This is an optimization exercise on Yosys and OpenROAD, whose aim is small area and a short achievable clock period, not a production implementation. Where RTL was checked, it was by simulation tests only, not by an equivalence proof against the original. Power figures rest on the tool's default switching activity, not on a simulated workload.

// raw_to_rgb_top
module raw_to_rgb_top
(
    input  logic       clk,
    input  logic       rst_n,
    input  logic       vsync,
    input  logic       href,
    input  logic       hsync,
    input  logic [1:0] mirror,
    input  demosaic_pkg::pixel_t     raw,
    output logic       post_vsync,
    output logic       post_href,
    output logic       post_hsync,
    output demosaic_pkg::pixel_t     red,
    output demosaic_pkg::pixel_t     green,
    output demosaic_pkg::pixel_t     blue
);
==> flow/config.mk <==
export PLATFORM = sky130hd
export DESIGN_NAME = raw_to_rgb_top
export DESIGN_NICKNAME = raw_to_rgb_top
export VERILOG_FILES = /design/flow/design.v
export SDC_FILE = /design/flow/constraint.sdc
export NUM_CORES = 4
export LEC_CHECK = 0
export CAP_MARGIN = 20
export CORE_MARGIN = 2
export CORE_UTILIZATION = 65
export CTS_CLUSTER_DIAMETER = 60
export CTS_CLUSTER_SIZE = 24
export PLACE_DENSITY = 0.75
export SETUP_SLACK_MARGIN = 5.0
export SLEW_MARGIN = 20
==> flow/constraint.sdc <==
create_clock -name core_clock -period 7.5 [get_ports {clk}]
set_input_delay 1.5000 -clock core_clock [delete_from_list [all_inputs] [get_ports {clk}]]
set_output_delay 1.5000 -clock core_clock [all_outputs]
set_load 0.01 [all_outputs]
run.sh (not shown) runs the stock make flow with config.mk's settings and CLKGATE_MAP_FILE= SYNTH_SCRIPT=/design/flow/synth_recipe.tcl, a recipe that flattens the netlist after the stock synthesis.
The first run produced a clean layout.
Change:
--- a/flow/config.mk
+++ b/flow/config.mk
@@ -15,0 +16 @@
+export TNS_END_PERCENT = 5
Effect: Critical path depth shrinks by 1; cell count is lower by 0.82%; area after synthesis is unchanged; non-clock buffer count decreases by 26; cell area went down by 1.1%; total power falls by 1.7%; routed wire length came out lower by 2.7%; worst setup slack gets worse by 0.0070 ns; clock power falls by about 2%; first-iteration DRC count rose by 17%; via count came out higher by 0.41%.
No run of this note included a check of the RTL's function; only the layout flow was run.


nickel:
raw_to_rgb_top, a different RTL version from the one above (not shown whole).
For scale: ~2,200 cells after synthesis, about 1,200 flip-flops, roughly 42 I/O pins, ~0.043 mm^2 of cells after synthesis.
Settings: LEC_CHECK=0, CAP_MARGIN=20, CORE_MARGIN=2, CORE_UTILIZATION=65, CTS_CLUSTER_DIAMETER=60, CTS_CLUSTER_SIZE=24, PLACE_DENSITY=0.75, SETUP_SLACK_MARGIN=5.0, SLEW_MARGIN=20, TNS_END_PERCENT=30; clock period 7.5 ns.
Setup changes, nickel to zinc
- a change of SETUP_SLACK_MARGIN from 5.0 to 4.9
- a deleted TNS_END_PERCENT that had been 30
- Sequential share of layout area in zinc is 0.40 points below nickel.
- Run comparison: zinc end point of the critical path bayer_kernel_i.ar1[20]; nickel end point of the critical path bayer_kernel_i.ar1[18]
- Taking nickel as the reference, in zinc register-to-register slack neither gained nor lost much, sequential cell area in the final layout neither gained nor lost much, switching power of the nets picked up an extra about 3.2%.
- In zinc, met1 layer usage reported by global route is higher than in nickel.
- zinc ends up with higher cell area than nickel does.
- Summary of the comparison: per-cell routed wire length is higher in zinc, relative to nickel.
## Diff of input files: xenon against zinc
- SETUP_SLACK_MARGIN changed from 4.9 to 5.0
- CTS_CLUSTER_SIZE changed from 24 to 30
--- outcome ---
Per the final summary, xenon finished and its layout is clean on timing, DRC and antenna. Against zinc, xenon comes in 0.91 points higher on area added between synthesis and finish. Re core utilization: xenon is 0.59 points up on zinc. Looking at instance count on the critical path, xenon sits above zinc. Status: standard cell area after detailed placement parity (zinc, xenon). xenon -> zinc: overall routing resource usage flat. The higher share of cells above drive strength 1 came out of xenon.
Relative to xenon, the following input files were edited for cedar:
- PLACE_DENSITY changed from 0.75 to 0.8
- CTS_CLUSTER_SIZE changed from 30 to 24
- CORE_UTILIZATION changed from 65 to 70
==> comparison <==
- cedar completed end to end with timing, DRC and antenna clean.
- Die area: cedar lower than xenon
- Between xenon and cedar, total detailed-routing wirelength increased.
- Per-cell via count in the routed design: higher on cedar
- cedar vs. xenon: total power went down by 0.29 mW.
- Cmp cedar and xenon / cell area / higher: xenon
### cedar -> harbor
- setting CTS_BUF_LIST to sky130_fd_sc_hd__clkbuf_8 sky130_fd_sc_hd__clkbuf_16 for the first time
- setting TNS_END_PERCENT to 0 for the first time
- changing PLACE_DENSITY from 0.8 to 0.75
- changing CORE_UTILIZATION from 70 to 65
harbor did not stop at any stage, and its layout met the timing, design-rule and antenna checks.
Sort cedar and harbor by power in the clock group, ascending, and cedar comes first.
Changes observed in harbor relative to cedar: critical path depth shrank by 2; data arrival time of the critical path shrank by 0.08 ns.
harbor vs. cedar: highest cell delay on the worst timing path saw a decrease; depth of the most critical reg-to-reg path saw a decrease.
Per the comparison of harbor with cedar, part of the power in combinational logic shows a reduction of 2.9 points; first-pass GRT wire length went down about 4.6%; setup slack after layout saw an increase; overall routing resource usage dropped 2.9 points.
### harbor -> maple
- a deleted CTS_BUF_LIST that had been sky130_fd_sc_hd__clkbuf_8 sky130_fd_sc_hd__clkbuf_16
- a change of TNS_END_PERCENT from 0 to 5
==> comparison <==
[compare] base=harbor new=maple: final cell count higher; clock skew saw little to no change.
On layout overhead on the synthesized area, the lower figure sits with harbor, not maple.


Setup of the reference run:
Starting RTL as in the previous note.
==> flow/config.mk <==
export PLATFORM = sky130hd
export DESIGN_NAME = raw_to_rgb_top
export DESIGN_NICKNAME = raw_to_rgb_top
export VERILOG_FILES = /design/flow/design.v
export SDC_FILE = /design/flow/constraint.sdc
export NUM_CORES = 4
export LEC_CHECK = 0
export CAP_MARGIN = 20
export CORE_MARGIN = 2
export CORE_UTILIZATION = 65
export CTS_CLUSTER_DIAMETER = 60
export CTS_CLUSTER_SIZE = 24
export PLACE_DENSITY = 0.75
export SETUP_SLACK_MARGIN = 5.0
export SLEW_MARGIN = 20
export TNS_END_PERCENT = 0
==> flow/constraint.sdc <==
create_clock -name core_clock -period 7.5 [get_ports {clk}]
set_input_delay 1.5000 -clock core_clock [delete_from_list [all_inputs] [get_ports {clk}]]
set_output_delay 1.5000 -clock core_clock [all_outputs]
set_load 0.01 [all_outputs]
Setup changes, the reference run to the trial run
--- a/flow/config.mk
+++ b/flow/config.mk
@@ -11,2 +11,3 @@
-export CTS_CLUSTER_DIAMETER = 60
-export CTS_CLUSTER_SIZE = 24
+export CTS_BUF_LIST = sky130_fd_sc_hd__clkbuf_8
+export CTS_CLUSTER_DIAMETER = 50
+export CTS_CLUSTER_SIZE = 16
Notes after the runs:
The trial run against the reference run: cell area dropped about 0.6%; register-to-register path setup slack dropped 0.08 ns; non-clock buffer contribution to total cell area dropped 0.21 points.
Diff the reference run and the trial run: signed area change from the synthesized netlist to the final layout higher in the reference run
Met3 wire length: the trial run vs the reference run up about 4%
Utilization delta for the trial run relative to the reference run: 0.43 points lower
Lower final cycle utilization of the critical path goes to the reference run over the trial run.
The trial run vs. the reference run: number of vias in the routed layout now larger; global-route usage now smaller.

[static timing again, ports no longer ideal]
In the flow no input, the clock included, has a driving cell. The finished layouts below were timed again as built, in two steps.
Step 1 (the two cells are an assumption about what drives the block):
set clk [get_ports {clk}]
set_driving_cell -lib_cell sky130_fd_sc_hd__clkbuf_16 $clk
set_driving_cell -lib_cell sky130_fd_sc_hd__buf_2 [delete_from_list [all_inputs] $clk]
Step 2 also shifts input and output timing later by t, the mid clock arrival at the registers, as if the neighbouring blocks saw the same clock.
a / b / c = ideal ports / drivers / drivers and shift; a / b = the first two.
run	t, ns	setup slack, ns	hold WS [ns]	slew at the worst register clock pin (ns)	pins driven straight from the clock port
the first run of note 1	0.696	4.804 / 4.800 / 4.503	0.333 / 0.333 / 0.333	0.11 / 0.11	1
the second run of note 1	0.685	4.797 / 4.739 / 4.274	0.335 / 0.335 / 0.335	0.09 / 0.09	1
nickel	0.683	4.834 / 4.802 / 4.450	0.332 / 0.332 / 0.332	0.09 / 0.09	1
zinc	0.702	4.846 / 4.784 / 4.357	0.335 / 0.335 / 0.335	0.09 / 0.09	1
xenon	0.714	4.830 / 4.768 / 4.415	0.350 / 0.350 / 0.350	0.11 / 0.11	1
cedar	0.691	4.817 / 4.790 / 4.479	0.333 / 0.333 / 0.333	0.10 / 0.10	1
harbor	0.682	4.833 / 4.814 / 4.239	0.335 / 0.335 / 0.335	0.09 / 0.09	1
maple	0.686	4.837 / 4.799 / 4.289	0.332 / 0.332 / 0.332	0.09 / 0.09	1
the reference run	0.682	4.843 / 4.816 / 4.234	0.334 / 0.334 / 0.334	0.09 / 0.09	1
the trial run	0.770	4.766 / 4.720 / 4.102	0.335 / 0.335 / 0.335	0.11 / 0.11	1
After both steps setup and hold are still met in every run listed. The setup slack of the trial run, which loses most, moves by -0.046 ns with the drivers and by -0.664 ns with both steps.
